Source: an optimization exercise on an open RTL-to-GDS flow (aim: small area). Production flows keep margins and buffers that such runs may drop.
The RTL was checked by simulation tests, not by an equivalence proof against the original design.

== ember ==
Design ddc_top, start of the top module:
module ddc_top (
    input  wire logic        i_clock,
    input  wire logic        i_rst_n,
    input  wire logic [31:0] i_sample,
    input  wire logic        i_valid,
    input  wire logic [31:0] i_phase_inc,
    input  wire logic        i_phase_inc_valid,
    output      logic [31:0] o_iq,
    output      logic        o_valid
);
==> flow/config.mk <==
export PLATFORM = sky130hd
export DESIGN_NAME = ddc_top
export DESIGN_NICKNAME = ddc_top
export VERILOG_FILES = /design/flow/design.v
export SDC_FILE = /design/flow/constraint.sdc
export NUM_CORES = 4
export LEC_CHECK = 0
export CAP_MARGIN = 20
export CORE_MARGIN = 2
export CORE_UTILIZATION = 40
export CTS_BUF_LIST = sky130_fd_sc_hd__clkbuf_8 sky130_fd_sc_hd__clkbuf_16
export CTS_CLUSTER_DIAMETER = 120
export CTS_CLUSTER_SIZE = 24
export GPL_TIMING_DRIVEN = 0
export SLEW_MARGIN = 20
export SYNTH_HIERARCHICAL = 1
==> flow/constraint.sdc <==
create_clock -name core_clock -period 10.0 [get_ports {i_clock}]
set_input_delay 2.0000 -clock core_clock [delete_from_list [all_inputs] [get_ports {i_clock}]]
set_output_delay 2.0000 -clock core_clock [all_outputs]
set_load 0.01 [all_outputs]
standard.sh (not shown) runs the stock make flow with config.mk's settings and CLKGATE_MAP_FILE= SYNTH_SCRIPT=/design/flow/synth_recipe.tcl, a recipe that flattens the netlist after the stock synthesis.
==> flow/flow/run.sh <==
#!/bin/bash
# Layout flow: the standard synthesis, unchanged; then every combinational cell in
# the synthesized netlist is set to its smallest drive strength (registers keep their
# cells), so that the resizer in the standard layout sizes up only what timing, slew
# and capacitance need; then the standard layout from floorplan to finish, with
# every port buffered by the smallest buffer (buf_1) instead of clkdlybuf4s50_1.
set -euo pipefail
R="$PWD/orfs/results/$FLOW_PLATFORM/ddc_top/base"
bash standard.sh synth > synth_run.log 2>&1
cp "$R/1_2_yosys.v" 1_2_yosys.standard.v
python3 flow/downsize.py "$FLOW_HOME/platforms/$FLOW_PLATFORM/lib/sky130_fd_sc_hd__tt_025C_1v80.lib" \
    1_2_yosys.standard.v "$R/1_2_yosys.v" > downsize.log 2>&1
rm -f "$R/1_synth.odb" "$R/1_synth.sdc"
bash standard.sh BUFFER_PORTS_ARGS="-buffer_cell sky130_fd_sc_hd__buf_1" finish > layout_run.log 2>&1
==> flow/flow/downsize.py <==
#!/usr/bin/env python3
"""downsize.py LIB IN.v OUT.v: give every combinational cell instance in IN.v the
smallest-area cell of the same function family (same name up to the drive suffix),
leaving flip-flops, latches and every other cell kind as they are."""
import re, sys

lib, src, dst = sys.argv[1:4]
area = {}
for m in re.finditer(r'cell\s*\(\s*"?(sky130_fd_sc_hd__\w+)"?\s*\)\s*\{.*?area\s*:\s*([\d.]+)', open(lib).read(), re.S):
    area[m.group(1)] = float(m.group(2))
family = {}
for c in area:
    m = re.match(r"(sky130_fd_sc_hd__[a-z0-9]+?)_(\d+)$", c)
    if m:
        family.setdefault(m.group(1), []).append(c)
KEEP = re.compile(r"sky130_fd_sc_hd__(df|edf|sdf|sedf|dl|sdl|conb|tap|fill|decap|diode|clk|lpflow|probe|macro)")
swap = {}
for base, cells in family.items():
    best = min(cells, key=lambda c: (area[c], c))
    for c in cells:
        if c != best and area[c] > area[best] and not KEEP.match(c):
            swap[c] = best
text = open(src).read()
count = {}
def rep(m):
    c = m.group(1)
    if c in swap:
        count[c] = count.get(c, 0) + 1
        return swap[c] + m.group(2)
    return m.group(0)
text = re.sub(r"\b(sky130_fd_sc_hd__\w+)(\s+\S+\s*\()", rep, text)
open(dst, "w").write(text)
saved = sum(n * (area[c] - area[swap[c]]) for c, n in count.items())
for c, n in sorted(count.items()):
    print(f"{n:6d} {c} -> {swap[c]}")
print(f"area saved before layout: {saved:.1f} um2")
ember ran to completion and came out clean on the timing, DRC and antenna checks.
Inputs modified between ember and garnet:
Settings: CORE_UTILIZATION changed from 40 to 50; GPL_TIMING_DRIVEN removed (was 0).
### Flow results
[compare] base=ember new=garnet: floorplan core area shrank by about 20%; post-layout minimum cycle time went down.
ember was routed with more vias than garnet.
The maximum fanout along the worst path reported for garnet is greater than that of ember by 8.
In garnet, the overall fraction of global-route tracks in use came out 4.6 points above the value in ember.
On delay of the slowest critical-path stage: between garnet and ember, it ends up lower for ember.
## Diff of input files: sierra against garnet
Settings: CORE_UTILIZATION now 40, was 50.
## What came out
Termination of the worst setup path: a_i_q[15] -> sierra, a_q_q[15] -> garnet. Looking only at detailed-routing wirelength on met1, and setting everything else aside, the lower value of garnet and sierra goes to sierra. Compare garnet and sierra | wire length higher: garnet. Changes observed in sierra relative to garnet: count of cells along the worst register-to-register path now sits lower; clock skew comparable; fraction of the core area covered by cells at the end of the flow decreased by 11 points relative to the old numbers. Global-route track usage on met2 (higher): garnet. On sierra: total routing usage reported by global routing is 5.2 points lower than what garnet gave.


== run 1 ==
Another version of the RTL of ddc_top (not shown whole).
Size in the first run: ~4100 cells after synthesis, about 100 I/O pins, ~38000 sq um of cells after synthesis.
==> flow/config.mk <==
export PLATFORM = sky130hd
export DESIGN_NAME = ddc_top
export DESIGN_NICKNAME = ddc_top
export VERILOG_FILES = /design/flow/design.v
export SDC_FILE = /design/flow/constraint.sdc
export NUM_CORES = 4
export LEC_CHECK = 0
export CAP_MARGIN = 20
export CORE_MARGIN = 2
export CORE_UTILIZATION = 40
export CTS_BUF_LIST = sky130_fd_sc_hd__clkbuf_8 sky130_fd_sc_hd__clkbuf_16
export CTS_CLUSTER_DIAMETER = 100
export CTS_CLUSTER_SIZE = 20
export SLEW_MARGIN = 20
export SYNTH_HIERARCHICAL = 1
==> flow/constraint.sdc <==
create_clock -name core_clock -period 10.0 [get_ports {i_clock}]
set_input_delay 2.0000 -clock core_clock [delete_from_list [all_inputs] [get_ports {i_clock}]]
set_output_delay 2.0000 -clock core_clock [all_outputs]
set_load 0.01 [all_outputs]
==> flow/flow/run.sh <==
#!/bin/bash
# Layout flow: the standard synthesis, unchanged; then every combinational cell in
# the synthesized netlist is set to its smallest drive strength (registers keep their
# cells), so that the resizer in the standard layout sizes up only what timing, slew
# and capacitance need; then the standard layout from floorplan to finish.
set -euo pipefail
R="$PWD/orfs/results/$FLOW_PLATFORM/ddc_top/base"
bash standard.sh synth > synth_run.log 2>&1
cp "$R/1_2_yosys.v" 1_2_yosys.standard.v
python3 flow/downsize.py "$FLOW_HOME/platforms/$FLOW_PLATFORM/lib/sky130_fd_sc_hd__tt_025C_1v80.lib" \
    1_2_yosys.standard.v "$R/1_2_yosys.v" > downsize.log 2>&1
rm -f "$R/1_synth.odb" "$R/1_synth.sdc"
bash standard.sh > layout_run.log 2>&1
Scripts as last shown in full above: flow/flow/downsize.py
Inputs modified between run 1 and run 2:
Settings: clearing CTS_CLUSTER_SIZE, which used to be 20; swapping 40 for 65 in CORE_UTILIZATION; swapping sky130_fd_sc_hd__clkbuf_8 sky130_fd_sc_hd__clkbuf_16 for sky130_fd_sc_hd__clkbuf_4 sky130_fd_sc_hd__clkbuf_8 in CTS_BUF_LIST; clearing CTS_CLUSTER_DIAMETER, which used to be 100.
--- outcome ---
Re number of non-clock buffers: run 2 is 0.31% up on run 1.
Depth of the worst register-to-register path of run 2 falls short of that of run 1 by a few percent.
In run 2, final cell area excluding filler cells is lower than in run 1.
Inputs modified between run 2 and run 3:
Settings: clearing CTS_BUF_LIST, which used to be sky130_fd_sc_hd__clkbuf_4 sky130_fd_sc_hd__clkbuf_8; swapping 65 for 40 in CORE_UTILIZATION.
Findings:
Run 3 vs run 2 on die area: run 3 is the higher one. Run 3: global placer's final weighted congestion 0.025 below run 2. Comparing run 3 and run 2, the higher number of detailed-route iterations in the first pass was measured on run 2. Area of all placed cells without fillers, run 3 vs run 2: up slightly. Vias: run 3 fewer than run 2. The highest cell delay on the worst timing path on run 2 is in line with that on run 3. Comparing run 3 against run 2, there is no change at all in count of non-CTS inverters in the layout. Cmp run 3 and run 2 / number of antenna violations at the first check in global routing / higher: run 2. Re port buffer count: no difference whatsoever between run 3 and run 2.
Modified inputs, run 4 compared to run 3
Settings: putting CTS_CLUSTER_SIZE at 20 where nothing was set; putting CTS_BUF_LIST at sky130_fd_sc_hd__clkbuf_8 sky130_fd_sc_hd__clkbuf_16 where nothing was set; putting CTS_CLUSTER_DIAMETER at 100 where nothing was set.
-- flow/flow/run.sh --
<<< run 3, line 5
# and capacitance need; then the standard layout from floorplan to finish.
>>> run 4, line 5
# and capacitance need; then the standard layout from floorplan to finish, with
# every port buffered by the smallest buffer (buf_1) instead of clkdlybuf4s50_1.
<<< run 3, line 13
bash standard.sh > layout_run.log 2>&1
>>> run 4, line 14
bash standard.sh BUFFER_PORTS_ARGS="-buffer_cell sky130_fd_sc_hd__buf_1" finish > layout_run.log 2>&1
==> comparison <==
Looking at capture point of the critical path, the a_q_q[15]$_DFF_P_ result is from run 3; the a_i_q[15]$_DFF_P_ one comes from run 4.
Utilization, run 4 and run 3: higher on run 3
Delta (run 4 minus run 3): via count of the first global-routing pass now sits at about the same level, wire length up 0.72%, total clock buffers created by CTS now sits lower.
Depth of the critical timing path with buffers and inverters included (higher): run 4
~same share of the cycle needed by the critical path after routing in run 4 and run 3
As far as number of cells traversed by the worst hold path goes, run 3 and run 4 are indistinguishable; the numbers are identical.
Going from run 3 to run 4, sum of met2 wire segment lengths after detailed routing up 1.6%; fmax flat.
Relative to run 4, the following input files were edited for run 5:
Settings: changing SLEW_MARGIN from 20 to 5; changing CAP_MARGIN from 20 to 5.
### Flow results
The lower highest net fanout along the worst path of run 4 and run 5 is in run 4.
Run 5 completed every stage of the flow, and the final layout passed the timing, DRC and antenna checks.
The worst hold margin of run 4 and that of run 5 are within noise of each other.
Least setup slack across all paths after layout on run 5 is down relative to run 4.
Setup changes, run 5 to run 6
Settings: CAP_MARGIN now 20, was 5; SLEW_MARGIN now 20, was 5.
-- flow/flow/run.sh --
<<< run 5, line 14
bash standard.sh BUFFER_PORTS_ARGS="-buffer_cell sky130_fd_sc_hd__buf_1" finish > layout_run.log 2>&1
>>> run 6, line 14
bash standard.sh BUFFER_PORTS_ARGS="-buffer_cell sky130_fd_sc_hd__buf_1" DONT_USE_CELLS="sky130_fd_sc_hd__probe_p_8 sky130_fd_sc_hd__probec_p_8 sky130_fd_sc_hd__lpflow_bleeder_1 sky130_fd_sc_hd__lpflow_clkbufkapwr_1 sky130_fd_sc_hd__lpflow_clkbufkapwr_16 sky130_fd_sc_hd__lpflow_clkbufkapwr_2 sky130_fd_sc_hd__lpflow_clkbufkapwr_4 sky130_fd_sc_hd__lpflow_clkbufkapwr_8 sky130_fd_sc_hd__lpflow_clkinvkapwr_1 sky130_fd_sc_hd__lpflow_clkinvkapwr_16 sky130_fd_sc_hd__lpflow_clkinvkapwr_2 sky130_fd_sc_hd__lpflow_clkinvkapwr_4 sky130_fd_sc_hd__lpflow_clkinvkapwr_8 sky130_fd_sc_hd__lpflow_decapkapwr_12 sky130_fd_sc_hd__lpflow_decapkapwr_3 sky130_fd_sc_hd__lpflow_decapkapwr_4 sky130_fd_sc_hd__lpflow_decapkapwr_6 sky130_fd_sc_hd__lpflow_decapkapwr_8 sky130_fd_sc_hd__lpflow_inputiso0n_1 sky130_fd_sc_hd__lpflow_inputiso0p_1 sky130_fd_sc_hd__lpflow_inputiso1n_1 sky130_fd_sc_hd__lpflow_inputiso1p_1 sky130_fd_sc_hd__lpflow_inputisolatch_1 sky130_fd_sc_hd__lpflow_isobufsrc_1 sky130_fd_sc_hd__lpflow_isobufsrc_16 sky130_fd_sc_hd__lpflow_isobufsrc_2 sky130_fd_sc_hd__lpflow_isobufsrc_4 sky130_fd_sc_hd__lpflow_isobufsrc_8 sky130_fd_sc_hd__lpflow_isobufsrckapwr_16 sky130_fd_sc_hd__lpflow_lsbuf_lh_hl_isowell_tap_1 sky130_fd_sc_hd__lpflow_lsbuf_lh_hl_isowell_tap_2 sky130_fd_sc_hd__lpflow_lsbuf_lh_hl_isowell_tap_4 sky130_fd_sc_hd__lpflow_lsbuf_lh_isowell_4 sky130_fd_sc_hd__lpflow_lsbuf_lh_isowell_tap_1 sky130_fd_sc_hd__lpflow_lsbuf_lh_isowell_tap_2 sky130_fd_sc_hd__lpflow_lsbuf_lh_isowell_tap_4 sky130_fd_sc_hd__buf_4 sky130_fd_sc_hd__buf_6 sky130_fd_sc_hd__buf_8 sky130_fd_sc_hd__buf_12 sky130_fd_sc_hd__buf_16" finish > layout_run.log 2>&1
Results
Delta (run 6 minus run 5): iteration count of the initial detailed-routing pass decreased by 1 relative to the old numbers, clock period minus final worst setup slack increased by 0.035 ns relative to the old numbers, portion of the layout cell area used by clock cells decreased by 0.17 points relative to the old numbers.
Looking at portion of the clock cycle consumed by the worst path in the final layout, run 6 sits 0.35 points higher than run 5 does.
Going from run 5 to run 6, non-clock buffering overhead in the final layout higher, first-pass GRT wire length decreased 0.36%.
Diff run 5 and run 6: actual transition at the worst max-transition pin higher in run 6


ddc_top again, from the RTL that the note above started with.
export LEC_CHECK = 0
export CAP_MARGIN = 20
export CORE_MARGIN = 2
export CORE_UTILIZATION = 40
export SLEW_MARGIN = 20
export SYNTH_HIERARCHICAL = 1
create_clock -name core_clock -period 10.0 [get_ports {i_clock}]
==> flow/flow/run.sh <==
#!/bin/bash
# Layout flow: the standard synthesis, unchanged; then every combinational cell in
# the synthesized netlist is set to its smallest drive strength, except those driving more than 6 pins (registers keep their
# cells), so that the resizer in the standard layout sizes up only what timing, slew
# and capacitance need; then the standard layout from floorplan to finish.
set -euo pipefail
R="$PWD/orfs/results/$FLOW_PLATFORM/ddc_top/base"
bash standard.sh synth > synth_run.log 2>&1
cp "$R/1_2_yosys.v" 1_2_yosys.standard.v
python3 flow/downsize.py "$FLOW_HOME/platforms/$FLOW_PLATFORM/lib/sky130_fd_sc_hd__tt_025C_1v80.lib" \
    1_2_yosys.standard.v "$R/1_2_yosys.v" 6 > downsize.log 2>&1
rm -f "$R/1_synth.odb" "$R/1_synth.sdc"
bash standard.sh > layout_run.log 2>&1
Other scripts of this flow, unchanged in this note and not shown: flow/flow/downsize.py
The baseline completed without violations.
Rerun with:
- CTS_BUF_LIST: default -> sky130_fd_sc_hd__clkbuf_8 sky130_fd_sc_hd__clkbuf_16
- CTS_CLUSTER_DIAMETER: default -> 120
- CTS_CLUSTER_SIZE: default -> 30
Result:
- The changed run finished clean
- final area came out lower by about 1.2%
- first-iteration DRC count came out higher by 4.6%
- hold slack is better by 0.012 ns
- final cell count came out lower by 0.56%
- worst setup slack is worse by 0.040 ns
- wire length came out lower by 0.57%


Another version of the RTL of ddc_top (not shown whole).
Size: about 100 I/O pins, roughly 37000 um2 of cells after synthesis.
// ddc_top
module ddc_top (
    input  wire logic        i_clock,
    input  wire logic        i_rst_n,
    input  wire logic [31:0] i_sample,
    input  wire logic        i_valid,
    input  wire logic [31:0] i_phase_inc,
    input  wire logic        i_phase_inc_valid,
    output      logic [31:0] o_iq,
    output      logic        o_valid
);
    logic [7:0]  k_early;
    logic [7:0]  k_late;
    logic [15:0] a_i, a_q, b_i, b_q;
    logic [15:0] a_i_q, a_q_q, b_i_q, b_q_q;
    logic        valid_q;
    ddc_nco nco_i (
        .i_clock          (i_clock),
        .i_rst_n          (i_rst_n),
        .i_valid          (i_valid),
        .i_phase_inc      (i_phase_inc),
        .i_phase_inc_valid(i_phase_inc_valid),
        .o_k_early        (k_early),
        .o_k_late         (k_late)
    );
    ddc_mixer_lane mixer_early_i (.i_sample(i_sample[31:16]), .i_k(k_early), .o_i(a_i), .o_q(a_q));
    ddc_mixer_lane mixer_late_i  (.i_sample(i_sample[15:0]),  .i_k(k_late),  .o_i(b_i), .o_q(b_q));
    always_ff @(posedge i_clock) begin
        a_i_q <= a_i;
        a_q_q <= a_q;
  ...
Settings: LEC_CHECK=0, CAP_MARGIN=20, CORE_MARGIN=2, CORE_UTILIZATION=40, CTS_BUF_LIST=sky130_fd_sc_hd__clkbuf_8 sky130_fd_sc_hd__clkbuf_16, CTS_CLUSTER_DIAMETER=100, CTS_CLUSTER_SIZE=20, SLEW_MARGIN=20, SYNTH_HIERARCHICAL=1; clock period 10.0 ns.
==> flow/flow/run.sh <==
#!/bin/bash
# Layout flow: the standard synthesis, unchanged; then every combinational cell in
# the synthesized netlist is set to its smallest drive strength (registers keep their
# cells), so that the resizer in the standard layout sizes up only what timing, slew
# and capacitance need; then the standard layout from floorplan to finish, with
# every port buffered by the smallest buffer (buf_1) instead of clkdlybuf4s50_1.
set -euo pipefail
R="$PWD/orfs/results/$FLOW_PLATFORM/ddc_top/base"
bash standard.sh synth > synth_run.log 2>&1
cp "$R/1_2_yosys.v" 1_2_yosys.standard.v
python3 flow/downsize.py "$FLOW_HOME/platforms/$FLOW_PLATFORM/lib/sky130_fd_sc_hd__tt_025C_1v80.lib" \
    1_2_yosys.standard.v "$R/1_2_yosys.v" > downsize.log 2>&1
rm -f "$R/1_synth.odb" "$R/1_synth.sdc"
bash standard.sh BUFFER_PORTS_ARGS="-buffer_cell sky130_fd_sc_hd__buf_1" finish > layout_run.log 2>&1
Scripts as last shown in full above: flow/flow/downsize.py
Edit:
--- a/flow/config.mk
+++ b/flow/config.mk
@@ -11,4 +11,4 @@
 export CTS_BUF_LIST = sky130_fd_sc_hd__clkbuf_8 sky130_fd_sc_hd__clkbuf_16
-export CTS_CLUSTER_DIAMETER = 100
-export CTS_CLUSTER_SIZE = 20
+export CTS_CLUSTER_DIAMETER = 120
+export CTS_CLUSTER_SIZE = 24
 export SLEW_MARGIN = 20
Cell count stays flat.
Via count is unchanged.
Worst setup slack barely changes.
Global-route usage barely changes.
Count of clock-buffer cells in the layout came out lower by 1.
Flip-flop and latch count does not change.

re-timing with driven ports:
How much do the figures lean on ideal ports? The routed layouts below were timed once more, with nothing changed but the port constraints. Step 1 sets driving cells, clkbuf_16 on the clock port and buf_2 on the other inputs (assumed; they add their load-dependent delay and slew). Step 2 times the ports against the registers' clock, not the clock port: input delays grow and output delays shrink by t, the midpoint of the rising clock arrivals with the driver on. Slacks: no drivers / after step 1 / after step 2; pairs: no drivers / after step 1.
| run | t, ns | setup WS [ns] | worst hold slack (ns) | pins driven straight from the clock port |
|---|---|---|---|---|
| ember | 0.593 | 0.657 / 0.657 / 0.657 | 0.500 / 0.500 / 0.500 | 1 |
| garnet | 0.586 | 0.752 / 0.752 / 0.580 | 0.506 / 0.506 / 0.506 | 1 |
| sierra | 0.581 | 0.862 / 0.862 / 0.818 | 0.501 / 0.501 / 0.501 | 1 |
| run 1 | 0.605 | 0.628 / 0.628 / 0.513 | 0.497 / 0.497 / 0.497 | 1 |
| run 2 | 0.672 | 0.540 / 0.540 / 0.262 | 0.489 / 0.489 / 0.489 | 1 |
| run 3 | 0.667 | 0.672 / 0.672 / 0.473 | 0.493 / 0.493 / 0.493 | 1 |
| run 4 | 0.599 | 0.665 / 0.665 / 0.665 | 0.497 / 0.497 / 0.497 | 1 |
| run 5 | 0.607 | 0.641 / 0.641 / 0.641 | 0.497 / 0.497 / 0.497 | 1 |
| run 6 | 0.593 | 0.606 / 0.606 / 0.553 | 0.498 / 0.498 / 0.498 | 1 |
| the first run of note 3 | 0.627 | 0.808 / 0.808 / 0.555 | 0.492 / 0.492 / 0.492 | 1 |
| the second run of note 3 | 0.571 | 0.768 / 0.768 / 0.604 | 0.505 / 0.505 / 0.505 | 1 |
| the first run of note 4 | 0.537 | 0.676 / 0.676 / 0.676 | 0.496 / 0.496 / 0.496 | 1 |
| the second run of note 4 | 0.540 | 0.678 / 0.678 / 0.678 | 0.503 / 0.503 / 0.503 | 1 |
After both steps setup and hold are still met in every run listed. The setup slack of run 2, which loses most, moves by 0.000 ns with the drivers and by -0.278 ns with both steps.
